From an optimization exercise on the open Yosys and OpenROAD flow, aimed at small area, a short achievable clock period and few clock cycles per item; shortcuts taken in it are not production practice. No functional check of the RTL was part of any run shown here. Power is estimated from default activity; no workload was simulated.

**flow/config.mk**
```make
export PLATFORM = sky130hd
export DESIGN_NAME = audio_peak_level_meter
export DESIGN_NICKNAME = audio_peak_level_meter
export VERILOG_FILES = /design/flow/design.v
export SDC_FILE = /design/flow/constraint.sdc
export NUM_CORES = 4
export LEC_CHECK = 0
export CAP_MARGIN = 20
export CORE_MARGIN = 2
export CORE_UTILIZATION = 40
export CTS_BUF_LIST = sky130_fd_sc_hd__clkbuf_8
export CTS_CLUSTER_SIZE = 30
export SETUP_SLACK_MARGIN = 5
export SLEW_MARGIN = 20
```
**flow/constraint.sdc**
```tcl
create_clock -name core_clock -period 9.0 [get_ports {clk}]
set_input_delay 1.8000 -clock core_clock [delete_from_list [all_inputs] [get_ports {clk}]]
set_output_delay 1.8000 -clock core_clock [all_outputs]
set_load 0.01 [all_outputs]
```
**flow/design.v**
```verilog
`timescale 1ns / 1ps
module audio_peak_level_meter (
  input  logic        clk,
  input  logic        rst,
  input  logic        cfg_write,
  input  logic [1:0]  cfg_index,
  input  logic [5:0]  cfg_data,
  input  logic        in_valid,
  output logic        in_stall,
  input  logic [7:0]  data_byte,
  input  logic        buffer_end,
  output logic        out_valid,
  input  logic        out_stall,
  output logic [17:0] level_q16,
  output logic [31:0] peak_value
);
  logic [1:0]  szc;
  logic [1:0]  kind;
  logic [2:0]  chl;
  logic        cap;
  logic [1:0]  bpos;
  logic [2:0]  cpos;
  logic [31:0] mag;
  logic        p_sd;    
  logic        p_fd;    
  logic        p_be;    
  logic [31:0] run;
  logic [31:0] bpk;
  logic        bz;
  logic [17:0] lvl;     
  logic        lp;      
  logic        cv_fmt;  
  logic        cv_sh;   
  logic [4:0]  cnt;
  logic        stall;
  logic        accept;
  logic        track;
  logic        fl;
  logic        sample_done;
  logic        frame_done;
  logic [31:0] raw;
  logic [31:0] mag_in;
  logic [31:0] run_upd;
  logic [31:0] peak;
  logic [17:0] level;
  always_ff @(posedge clk) begin
    if (rst) begin
      szc  <= 2'd2;
      kind <= 2'd0;
      chl  <= 3'd1;
      cap  <= 1'b0;
    end else if (cfg_write) begin
      case (cfg_index)
        2'd0: szc <= (cfg_data == 6'd8)  ? 2'd1 :
                     (cfg_data == 6'd16) ? 2'd2 :
                     (cfg_data == 6'd32) ? 2'd3 : 2'd0;
        2'd1: kind <= cfg_data[1:0];
        2'd2: chl <= (cfg_data[3:0] == 4'd0) ? 3'd0 :
                     cfg_data[3] ? 3'd7 : 3'(cfg_data[2:0] - 3'd1);
        default: cap <= cfg_data[0];
      endcase
    end
  end
  assign stall    = (cv_fmt || cv_sh || lp || out_valid) && (p_fd || p_be);
  assign in_stall = stall;
  assign accept   = in_valid && !stall;
  assign track    = cap && (szc != 2'd0);
  assign fl       = (kind == 2'd2) && (szc == 2'd3);
  assign sample_done = (szc == 2'd1) || (szc == 2'd2 && bpos[0]) || (bpos == 2'd3);
  assign frame_done  = (cpos == chl);
  function automatic logic [31:0] cond_neg(input logic [31:0] x,
                                           input logic [1:0] sz,
                                           input logic s);
    logic [31:0] low;   
    logic [31:0] r;
    low = x;
    for (int w = 1; w < 32; w = w * 2)
      for (int i = 0; i < 32; i++)
        if ((i / w) % 2 == 1) low[i] = low[i] | low[(i / w) * w - 1];
    low = {low[30:0], 1'b0};
    for (int i = 0; i < 32; i++) begin
      if (i < 8 || (i < 16 && sz != 2'd1) || sz == 2'd3)
        r[i] = x[i] ^ (s & low[i]);
      else
        r[i] = 1'b0;
    end
    r[8]  = r[8]  | (sz == 2'd1 && s && x[6:0] == 7'd0);
    r[16] = r[16] | (sz == 2'd2 && s && x[14:0] == 15'd0);
    cond_neg = r;
  endfunction
  always_comb begin
    case (szc)
      2'd1:    raw = {24'd0, data_byte};
      2'd2:    raw = {16'd0, data_byte, mag[7:0]};
      default: raw = {data_byte, mag[23:0]};
    endcase
    if (fl)
      mag_in = (raw[30:23] == 8'hff && raw[22:0] != 23'd0) ? 32'd0 : {1'b0, raw[30:0]};
    else if (kind[1])
      mag_in = 32'd0;
    else
      mag_in = cond_neg(raw, szc, kind == 2'd0 && data_byte[7]);
  end
  logic [31:0] mag_d;
  always_comb begin
    mag_d = {mag[31:24],
             (bpos == 2'd2) ? data_byte : mag[23:16],
             (bpos == 2'd1) ? data_byte : mag[15:8],
             (bpos == 2'd0) ? data_byte : mag[7:0]};
    if (sample_done) mag_d = mag_in;
  end
  always_ff @(posedge clk) begin
    if (accept) mag <= mag_d;
  end
  always_ff @(posedge clk) begin
    if (rst) begin
      bpos <= 2'd0;
      cpos <= 3'd0;
      p_sd <= 1'b0;
      p_fd <= 1'b0;
      p_be <= 1'b0;
    end else if (!stall) begin
      p_sd <= accept && track && sample_done;
      p_fd <= accept && track && sample_done && frame_done;
      p_be <= accept && buffer_end;
      if (accept) begin
        if (buffer_end || szc == 2'd0) begin
          bpos <= 2'd0;
          cpos <= 3'd0;
        end else if (sample_done) begin
          bpos <= 2'd0;
          cpos <= frame_done ? 3'd0 : cpos + 3'd1;
        end else begin
          bpos <= bpos + 2'd1;
        end
      end
    end
  end
  always_comb begin
    run_upd = (mag > run) ? mag : run;
    peak    = p_fd ? run_upd : (bz ? 32'd0 : bpk);
  end
  always_ff @(posedge clk) begin
    if (rst) begin
      run       <= 32'd0;
      bz        <= 1'b1;
      out_valid <= 1'b0;
      lvl       <= 18'd0;
      lp        <= 1'b0;
      cv_fmt    <= 1'b0;
      cv_sh     <= 1'b0;
    end else begin
      if (!stall) begin
        if (p_be) begin
          run    <= 32'd0;
          bz     <= 1'b1;
          lp     <= !(fl && track);
          cv_fmt <= fl && track;
        end else begin
          if (p_sd) run <= run_upd;
          if (p_fd) bz <= 1'b0;
        end
      end
      if (out_valid && !out_stall) out_valid <= 1'b0;
      if (cv_fmt) begin
        cv_fmt <= 1'b0;
        cv_sh  <= 1'b1;
      end
      if (cv_sh && cnt == 5'd0) begin
        cv_sh <= 1'b0;
        lp    <= 1'b1;
      end
      if (lp) begin
        lp        <= 1'b0;
        out_valid <= 1'b1;
        if (track) lvl <= level;
      end
    end
  end
  always_ff @(posedge clk) begin
    if (cv_fmt) begin
      bpk <= bpk[30] ? 32'hffff_ffff :
             (bpk[29:28] == 2'b11) ? {1'b1, bpk[22:0], 8'd0} : 32'd0;
      cnt <= (!bpk[30] && bpk[29:28] == 2'b11) ? ~bpk[27:23] : 5'd0;
    end else if (cv_sh) begin
      if (cnt != 5'd0) begin
        bpk <= {1'b0, bpk[31:1]};
        cnt <= cnt - 5'd1;
      end
    end else if (!stall) begin
      if (p_be) bpk <= peak;
      else if (p_fd) bpk <= run_upd;
    end
  end
  function automatic logic [17:0] level_of(input logic [31:0] p,
                                           input logic [1:0] sz,
                                           input logic uns);
    logic        c7, c8, c15, c16, c31, c32;
    logic        z;     
    logic        sat;
    logic [15:0] q;
    c7  = (sz == 2'd1) && !uns;
    c8  = (sz == 2'd1) && uns;
    c15 = (sz == 2'd2) && !uns;
    c16 = (sz == 2'd2) && uns;
    c31 = (sz == 2'd3) && !uns;
    c32 = (sz == 2'd3) && uns;
    z = (c7 & (&p[6:0])) | (c8 & (&p[7:0])) | (c15 & (&p[14:0])) |
        (c16 & (&p[15:0])) | (c31 & (&p[30:0])) | (c32 & (&p[31:0]));
    sat = (c7 & p[8]) | (c15 & p[16]) | (c31 & p[31] & p[0]);
    q = ({16{c7}}  & {p[6:0], p[6:0], p[6:5]}) |
        ({16{c8}}  & {p[7:0], p[7:0]}) |
        ({16{c15}} & {p[14:0], p[14]}) |
        ({16{c16}} & p[15:0]) |
        ({16{c31}} & p[30:15]) |
        ({16{c32}} & p[31:16]);
    level_of = {sat, ~sat & (z | (c31 & p[31])), {16{~sat & ~z}} & q};
  endfunction
  assign level      = level_of(bpk, szc, kind == 2'd1);
  assign level_q16  = lvl;
  assign peak_value = bpk;
endmodule
```
**flow/run.sh**
```bash
#!/bin/bash
# synth_recipe.tcl (not shown) runs the flow's synth.tcl, then flattens the netlist and writes it again
# the make line also repeats each setting of config.mk as NAME=value (left out here)
make -C /OpenROAD-flow-scripts/flow DESIGN_CONFIG=/design/flow/config.mk WORK_HOME=/design/flow/orfs CLKGATE_MAP_FILE= SYNTH_SCRIPT=/design/flow/synth_recipe.tcl finish
```
==> results_dict.tcl, run 1 <==
set metrics [dict create \
    status "no timing/DRC/antenna violations" \
    synth-seq-cells 140 \
    syn_avg_cell_area_um2 8.24 \
    dieHeight_um 161 \
    p_comb_share_pct 16.5 \
    num_rows 57 \
    async_flop_share_pct 0 \
    die_w_um 161 \
    period_minus_slack_ns 3.93 \
    clock-sinks 140 \
    pwr-share-clk_pct 36.8 \
    worst_pin_slew_ns 1.07 \
    h-tree-depth 4 \
    critPathLaunchType "input pin" \
    path_class "input pin to flop" \
    synth_top_area_share_pct 21.1 \
    rsz0062_at_grt "true" \
    syn_to_final_growth_pct 14.9 \
    fin_skew_ns 0.0217 \
    grt_use_met1_pct 34.6 \
    final_nets 1265 \
    finalSetupViolCount 0 \
    hold_path.class "flop to flop" \
    clock_latency_ns 0.47 \
    drive_gt1_share_pct 7.93 \
    crit_fanout 18 \
    power_density_nw_per_um2 140 \
    numCtsBuffers 17 \
    num_vias 9793 \
    reg2reg_depth 7 \
    netSwitchingPower_w 0.000477 \
    wl_per_cell_um 21.4 \
    busiest_layer "met2" \
    yosysSeqAreaShare_pct 35.5 \
    fin_area_um2 11300 \
    antenna_found_initial 0 \
    worstSetupEndpointType "flop" \
    gp_congestion 0.866 \
    hold_viol 0 \
    synth_cells 1193 \
    drt-vias-per-instance 6.38 \
    routed_wl_mm 32.8 \
    cts_tree "yes" \
    holdPathStages 2 \
    peakVddDrop_mv 0.0854 \
    ios 74 \
    worstPathRequired_ns 9.28 \
    grt_pass1_vias 9194 \
    grt_pass1_wl_mm 51.7 \
    p_sw_share_pct 30.3 \
    initial_core_util_pct 40.5 \
    power_leakage_nw 3.90 \
    ctsHoldBuffers 0 \
    antennaDiodeCount 0 \
    cap_violations 0 \
    reg2reg_slack_ns 5.22 \
    r2r-start "mag[27]" \
    setup_tns_ns 0 \
    path_clk_slew_ns 0.09 \
    reg2reg_to "bpk[14]" \
    grt_max_degree 72 \
    drtAntennaViolNets 0 \
    numPortBuffers 73 \
    die_area_um2 25800 \
    seqPwrFrac_pct 46.7 \
    synthTopCellsByArea "edfxtp_1, dfxtp_1, ha_1" \
    intPower_w 0.00110 \
    yosys_warnings 1 \
    synth_flop_cell "dfxtp_1" \
    netlist_area_um2 9830 \
    slew_violations 0 \
    grtUsageMet2_pct 40.1 \
    core-area_um2 24200 \
    finalCoreUtilization_pct 46.6 \
    min_to "lvl[0]" \
    cts_root_buffer "clkbuf_8" \
    clockBufferDepth 2 \
    grt_overflow_total 0 \
    yosysTopAreaCell "edfxtp_1" \
    placed_cell_area_um2 10700 \
    crit_arrival_ns 4.20 \
    hp-start "lvl[0]" \
    synthesis.nets 1260 \
    synth_edf_count 69 \
    fmax_mhz 255 \
    slew_headroom_pct 28.4 \
    drcViolationCount 0 \
    firstDrtPassIters 8 \
    grtUsageTotal_pct 25.0 \
    globalRouteMet3Util_pct 4.39 \
    finalCritPeriodShare_pct 43.6 \
    dp_hpwl_mm 22.4 \
    drt_first_iter_violations 1174 \
    yosysUniqueCellTypes 70 \
]
## layer usage
layer  up-vias  share of wire (%)
li1       4579                  -
met1      4729                 45
met2       446                 46
met3        39                7.0
met4         0                1.9
met5         -                  0
## logic make-up (layout without fill, tap and decap cells)
| group | Yosys count | after routing | synth area share, % |
|---|---|---|---|
| compound gates | 366 | 367 | 27.5 |
| simple gates | 447 | 447 | 22.5 |
| mux | 8 | 8 | 0.828 |
| xor+xnor | 13 | 13 | 1.16 |
| buf+inv | 174 | 191 | 6.77 |
| flops | 140 | 140 | 35.5 |
| fa+ha+maj | 45 | 45 | 5.73 |
## through the flow
stage	instances	hold slack, ns	setup WS (ns)	total power [W]
after floorplan	1193	0.455	5.02	0.000909
after global placement	1495	0.444	3.51	0.000997
after detailed placement	1495	0.457	3.50	0.00100
after CTS	1533	0.470	5.00	0.00157
after global routing	1535	0.486	4.92	0.00164
final	1535	0.465	5.07	0.00158
## power by group through the flow
stage                     Combinational, W  Sequential [W]  Clock, W
after floorplan                   0.000178        0.000731         0
after global placement            0.000249        0.000749         0
after detailed placement          0.000251        0.000748         0
after CTS                         0.000255        0.000734  0.000586
after global routing              0.000287        0.000738  0.000614
final                             0.000260        0.000736  0.000579
## layout make-up
| class | instances | area [µm²] |
|---|---|---|
| Tap cell | 324 | 405 |
| Timing Repair Buffer | 96 | 916 |
| Clock buffer | 17 | 234 |
| Fill cell | 2416 | 13000 |
| Inverter | 63 | 238 |
| Clock inverter | 15 | 191 |
| Sequential cell | 140 | 3490 |
| Multi-Input combinational cell | 880 | 5810 |
## how the worst max path moves through the flow
stage                      start  endpoint  slack [ns]  cells past startpoint
detailed placement  data_byte[4]   mag[12]        3.50                      8
global route        data_byte[6]   mag[26]        4.92                      7
finish              data_byte[6]   mag[26]        5.07                      7
CTS                 data_byte[6]   mag[26]        5.00                      9
global placement    data_byte[4]   mag[12]        3.51                      8
floorplan           data_byte[3]    mag[8]        5.02                      8
## cells in the mapped netlist, types with 21 or more instances
cell and n:
o311ai_0 23, nand2_1 139, clkbuf_1 100, nand4_1 68
inv_1 61, a22oi_1 21, o21ai_0 62, a21oi_1 49
o32a_1 33, a221oi_1 33, nor2_1 83, nand3_1 59
dfxtp_1 71, ha_1 45, edfxtp_1 69
## worst max-delay path, cell delays in order
cell and delay (ns):
clkdlybuf4s50_1 0.56, a22oi_1 0.34, and3_1 0.38, nand2_4 0.21, or3_1 0.38, o311a_1 0.31, o41ai_2 0.20
## registers in the layout (all words and copies together), names as in the netlist, 3 cells and up
signal  count
bpk        32
cpos        3
cnt         5
mag        32
run        32
chl         3
lvl        18
## placed cells by master, fill, tap and decap left out, drive strengths merged, types with 9 or more instances in the layout
cell type,count
edfxtp,69
and3,15
o21ai,74
nor3,19
a22oi,21
nor2,83
ha,45
xnor2,11
o22ai,10
o311ai,25
a21o,9
clkbuf,17
nand2b,9
o32a,33
o31ai,18
nand4,69
a21oi,49
nand3,59
buf,24
a221oi,33
nor2b,12
nand2,140
inv,70
a21boi,9
o211ai,13
dfxtp,71
clkdlybuf4s50,67
## repair_timing
| item | CTS | global route |
|---|---|---|
| resized for setup | 12 | 10 |
| pin swaps | 3 | 2 |
| endpoints found under the setup margin | 41 | 31 |
| gates cloned | 1 | 0 |
| buffers inserted | 5 | 2 |
==> run 2: changes to the inputs <==
--- a/flow/design.v
+++ b/flow/design.v
@@ -20,6 +20,7 @@
   logic        cap;
   logic [1:0]  bpos;
   logic [2:0]  cpos;
+  logic [23:0] sh;
   logic [31:0] mag;
   logic        p_sd;    
   logic        p_fd;    
@@ -28,7 +29,6 @@
   logic [31:0] bpk;
   logic        bz;
   logic [17:0] lvl;     
-  logic        lp;      
   logic        cv_fmt;  
   logic        cv_sh;   
   logic [4:0]  cnt;
@@ -61,13 +61,22 @@
       endcase
     end
   end
-  assign stall    = (cv_fmt || cv_sh || lp || out_valid) && (p_fd || p_be);
+  assign stall    = (cv_fmt || cv_sh || out_valid) && (p_fd || p_be);
   assign in_stall = stall;
   assign accept   = in_valid && !stall;
   assign track    = cap && (szc != 2'd0);
   assign fl       = (kind == 2'd2) && (szc == 2'd3);
   assign sample_done = (szc == 2'd1) || (szc == 2'd2 && bpos[0]) || (bpos == 2'd3);
   assign frame_done  = (cpos == chl);
+  always_ff @(posedge clk) begin
+    if (accept) begin
+      case (bpos)
+        2'd0: sh[7:0]   <= data_byte;
+        2'd1: sh[15:8]  <= data_byte;
+        default: sh[23:16] <= data_byte;
+      endcase
+    end
+  end
   function automatic logic [31:0] cond_neg(input logic [31:0] x,
                                            input logic [1:0] sz,
                                            input logic s);
@@ -91,8 +100,8 @@
   always_comb begin
     case (szc)
       2'd1:    raw = {24'd0, data_byte};
-      2'd2:    raw = {16'd0, data_byte, mag[7:0]};
-      default: raw = {data_byte, mag[23:0]};
+      2'd2:    raw = {16'd0, data_byte, sh[7:0]};
+      default: raw = {data_byte, sh};
     endcase
     if (fl)
       mag_in = (raw[30:23] == 8'hff && raw[22:0] != 23'd0) ? 32'd0 : {1'b0, raw[30:0]};
@@ -101,16 +110,8 @@
     else
       mag_in = cond_neg(raw, szc, kind == 2'd0 && data_byte[7]);
   end
-  logic [31:0] mag_d;
-  always_comb begin
-    mag_d = {mag[31:24],
-             (bpos == 2'd2) ? data_byte : mag[23:16],
-             (bpos == 2'd1) ? data_byte : mag[15:8],
-             (bpos == 2'd0) ? data_byte : mag[7:0]};
-    if (sample_done) mag_d = mag_in;
-  end
-  always_ff @(posedge clk) begin
-    if (accept) mag <= mag_d;
+  always_ff @(posedge clk) begin
+    if (accept && sample_done) mag <= mag_in;
   end
   always_ff @(posedge clk) begin
     if (rst) begin
@@ -138,7 +139,7 @@
   end
   always_comb begin
     run_upd = (mag > run) ? mag : run;
-    peak    = p_fd ? run_upd : (bz ? 32'd0 : bpk);
+    peak    = (p_fd && !cv_sh) ? run_upd : ((bz && !cv_sh) ? 32'd0 : bpk);
   end
   always_ff @(posedge clk) begin
     if (rst) begin
@@ -146,34 +147,30 @@
       bz        <= 1'b1;
       out_valid <= 1'b0;
       lvl       <= 18'd0;
-      lp        <= 1'b0;
       cv_fmt    <= 1'b0;
       cv_sh     <= 1'b0;
     end else begin
+      if (out_valid && !out_stall) out_valid <= 1'b0;
       if (!stall) begin
         if (p_be) begin
           run    <= 32'd0;
           bz     <= 1'b1;
-          lp     <= !(fl && track);
           cv_fmt <= fl && track;
+          if (!(fl && track)) out_valid <= 1'b1;
+          if (track && !fl) lvl <= level;
         end else begin
           if (p_sd) run <= run_upd;
           if (p_fd) bz <= 1'b0;
         end
       end
-      if (out_valid && !out_stall) out_valid <= 1'b0;
       if (cv_fmt) begin
         cv_fmt <= 1'b0;
         cv_sh  <= 1'b1;
       end
       if (cv_sh && cnt == 5'd0) begin
-        cv_sh <= 1'b0;
-        lp    <= 1'b1;
-      end
-      if (lp) begin
-        lp        <= 1'b0;
+        cv_sh     <= 1'b0;
         out_valid <= 1'b1;
-        if (track) lvl <= level;
+        lvl       <= level;
       end
     end
   end
@@ -216,7 +213,7 @@
         ({16{c32}} & p[31:16]);
     level_of = {sat, ~sat & (z | (c31 & p[31])), {16{~sat & ~z}} & q};
   endfunction
-  assign level      = level_of(bpk, szc, kind == 2'd1);
+  assign level      = level_of(peak, szc, kind == 2'd1);
   assign level_q16  = lvl;
   assign peak_value = bpk;
 endmodule
==> run 2 against run 1 <==
- still clean
- final cell count rose by 12%
- total power increased by 3.9%
- clock skew up 0.0038 ns
- utilization is 3.3 points higher
- routed wire length rose by 19%
- first-iteration DRC count decreased by 4.9%
- combinational power grew 2%
- setup slack worse by 0.030 ns
- critical path depth rose by 7
- critical path type is now flop to flop
- critical endpoint is now lvl[3]
==> results_dict.tcl, run 2 <==
set metrics [dict create \
    yosysMostFrequentCell "nor2_1" \
    async_flop_share_pct 0 \
    synth-xor-area-share_pct 1.31 \
    crit_buf_inv 2 \
    grt_max_degree 56 \
    path_cells "ha_4, nor2b_1, o211ai_1, a2111oi_4, a2111o_2, a21o_4, buf_12, mux2i_1, o211ai_1, a21oi_1, o31ai_2, buf_4, a21o_4, o21ai_0" \
    fin_skew_ns 0.0255 \
    die_w_um 168 \
    power_leakage_nw 4.67 \
    layout_common_cells "nand2_1, nor2_1, a21oi_1" \
    finalSetupViolCount 0 \
    clock_latency_ns 0.48 \
    cts_tree "yes" \
    cpLargestDelayFamily "compound AO/OA/AOI/OAI gates" \
    synth_top_area_share_pct 26.1 \
    yosysUniqueCellTypes 75 \
    rsz0062_at_grt "true" \
    crit_arrival_ns 4.36 \
    grt_pass1_vias 9658 \
    synthTopCellsByArea "edfxtp_1, dfxtp_1, nor2_1" \
    worst_pin_slew_ns 1.09 \
    peakVddDrop_mv 0.0783 \
    final_nets 1434 \
    whs_ns 0.460 \
    top_regs "bpk x32, mag x32, run x32" \
    hp-start "lvl[12]" \
    synthAdderAreaFrac_pct 5.14 \
    yosysTopAreaCell "edfxtp_1" \
    critPathLaunch "mag[1]" \
    initial_core_util_pct 41.0 \
    drt_first_iter_violations 1116 \
    cap_violations 0 \
    fmax_mhz 253 \
    drcViolationCount 0 \
    dp.cells 1623 \
    layout_commonest_cell "nand2_1" \
    synth_top_family_by_area "compound AO/OA/AOI/OAI gates" \
    slew_headroom_pct 27.2 \
    grt_overflow_total 0 \
    hold_viol 0 \
    crit_fanout 20 \
    yosys_warnings 1 \
    status "no timing/DRC/antenna violations" \
    synth_common_cells "nor2_1, nand2_1, a21oi_1, edfxtp_1" \
    r2r-start "mag[1]" \
    antenna_found_initial 0 \
    grtUsageTotal_pct 26.9 \
    path_clk_slew_ns 0.10 \
    setup_tns_ns 0 \
    drt-vias-per-instance 6.17 \
    synth_cells 1284 \
    grt_pass1_wl_mm 58.2 \
    period_minus_slack_ns 3.96 \
    cts_root_buffer "clkbuf_8" \
    yosysSeqAreaShare_pct 39.2 \
    die_area_um2 28100 \
    worstSetupEndpointType "flop" \
    syn_avg_cell_area_um2 8.34 \
    hold_path.class "flop to flop" \
    num_vias 10594 \
    synthMuxAreaShare_pct 3.56 \
    dieHeight_um 168 \
    synth_simple_gate_area_share_pct 18.5 \
    syn_to_final_growth_pct 21.7 \
    synth_flop_cell "edfxtp_1" \
    clockBufferDepth 2 \
    slowest_stage "a2111o_2" \
    h-tree-depth 4 \
    drive_gt1_share_pct 15.1 \
    fillers 2570 \
    power_density_nw_per_um2 126 \
    synthesis.nets 1350 \
    firstDrtPassIters 5 \
    path_class "flop to flop" \
    slew_violations 0 \
    max_stage_delay_ns 0.53 \
    ios 74 \
    wl_per_cell_um 22.7 \
    netlist_area_um2 10700 \
    antennaDiodeCount 0 \
    gp_congestion 0.947 \
    dp_hpwl_mm 26.4 \
    numCtsBuffers 17 \
    num_rows 59 \
    core-area_um2 26100 \
    critPathLaunchType "flop" \
    synth_edf_count 93 \
    routed_wl_mm 38.9 \
    synth-seq-cells 163 \
    instances_no_fill 1716 \
    worstPathRequired_ns 9.40 \
    finalCritPeriodShare_pct 44.0 \
    clock-sinks 163 \
    drtAntennaViolNets 0 \
    synth_compound_area_share_pct 26.7 \
    reg2reg_slack_ns 5.04 \
    numPortBuffers 73 \
]
[run 2: path summary, 6_finish.rpt]
kind	to	cells after the start
worst min register to register	lvl[12]	2
worst max-delay path	lvl[3]	14
worst min-delay path	lvl[12]	2
worst max register to register	lvl[3]	14
[run 2: worst reg2reg max path: stages, from the launching register on]
cell,delay (ns)
edfxtp_1,0.48
ha_4,0.25
nor2b_1,0.12
o211ai_1,0.29
a2111oi_4,0.13
a2111o_2,0.53
a21o_4,0.33
buf_12,0.19
mux2i_1,0.39
o211ai_1,0.14
a21oi_1,0.32
o31ai_2,0.11
buf_4,0.17
a21o_4,0.24
o21ai_0,0.17
[run 2: per-layer routing]
metal	vias to the layer above	wire length, µm	global-route usage [%]
met3	118	2630	4.37
met2	539	17400	41.5
met4	0	2270	14.3
met5	-	0	0
met1	5010	16600	36.2
li1	4927	-	-
[run 2: logic make-up (layout without fill, tap and decap cells)]
group,Yosys count,count (layout)
compound gates,431,435
xor+xnor,16,16
simple gates,448,449
mux,38,38
fa+ha+maj,44,44
buf+inv,144,236
flops,163,163
[run 2: through the flow]
step | instance area (µm²) | setup WS, ns | util (%) | total power, W
2_1_floorplan | 10700 | 5.01 | - | 0.00100
3_3_place_gp | 11600 | 3.72 | 44.5 | 0.00108
3_5_place_dp | 11600 | 3.55 | 44.5 | 0.00108
4_1_cts | 12500 | 4.99 | 47.7 | 0.00162
5_1_grt | 13000 | 4.93 | 49.9 | 0.00170
6_report | 13000 | 5.04 | 49.9 | 0.00164
[run 2: cell type report]
| cell class | count | area [µm²] | area share, % |
|---|---|---|---|
| multi-input combinational | 982 | 6480 | 49.7 |
| sequential | 163 | 4200 | 32.2 |
| timing repair buffer | 145 | 1340 | 10.2 |
| tap | 335 | 419 | 3.22 |
| clock buffer | 19 | 262 | 2.01 |
| inverter | 59 | 225 | 1.73 |
| clock inverter | 13 | 109 | 0.836 |
[run 2: what timing repair did]
action | 4_1_cts | 5_1_grt
cloned | 4 | 3
endpoints found under the setup margin | 109 | 55
pin swaps | 21 | 27
buffers inserted | 21 | 33
hold buffers | 0 | 0
gates resized for setup | 53 | 66
[run 2: report_power, final]
group	internal, W	switching, W
clock	0.000232	0.000300
combinational	0.000108	0.000157
sequential	0.000814	0.0000265

==> separate check: timing with driven ports <==
The flow's constraints put no driver on any port. The routed layouts listed below were extracted and timed again, unchanged, in two steps. Step 1 sets driving cells, clkbuf_16 on the clock port and buf_2 on the other inputs (assumed; they add their load-dependent delay and slew). Step 2 also shifts input and output timing later by t, the mid clock arrival at the registers, as if the neighbouring blocks saw the same clock. a / b / c = ideal / step 1 / step 2; a / b = the first two.
run | shift t [ns] | slack for setup (ns) | clock arrival spread, ns | pins driven straight from the clock port
run 1 | 0.505 | 5.073 / 5.040 / 4.591 | 0.022 / 0.022 | 1
run 2 | 0.510 | 5.043 / 5.036 / 4.652 | 0.026 / 0.025 | 1
After both steps every run listed still meets setup and hold. The setup slack of run 1, which loses most, moves by -0.033 ns with the drivers and by -0.482 ns with both steps.
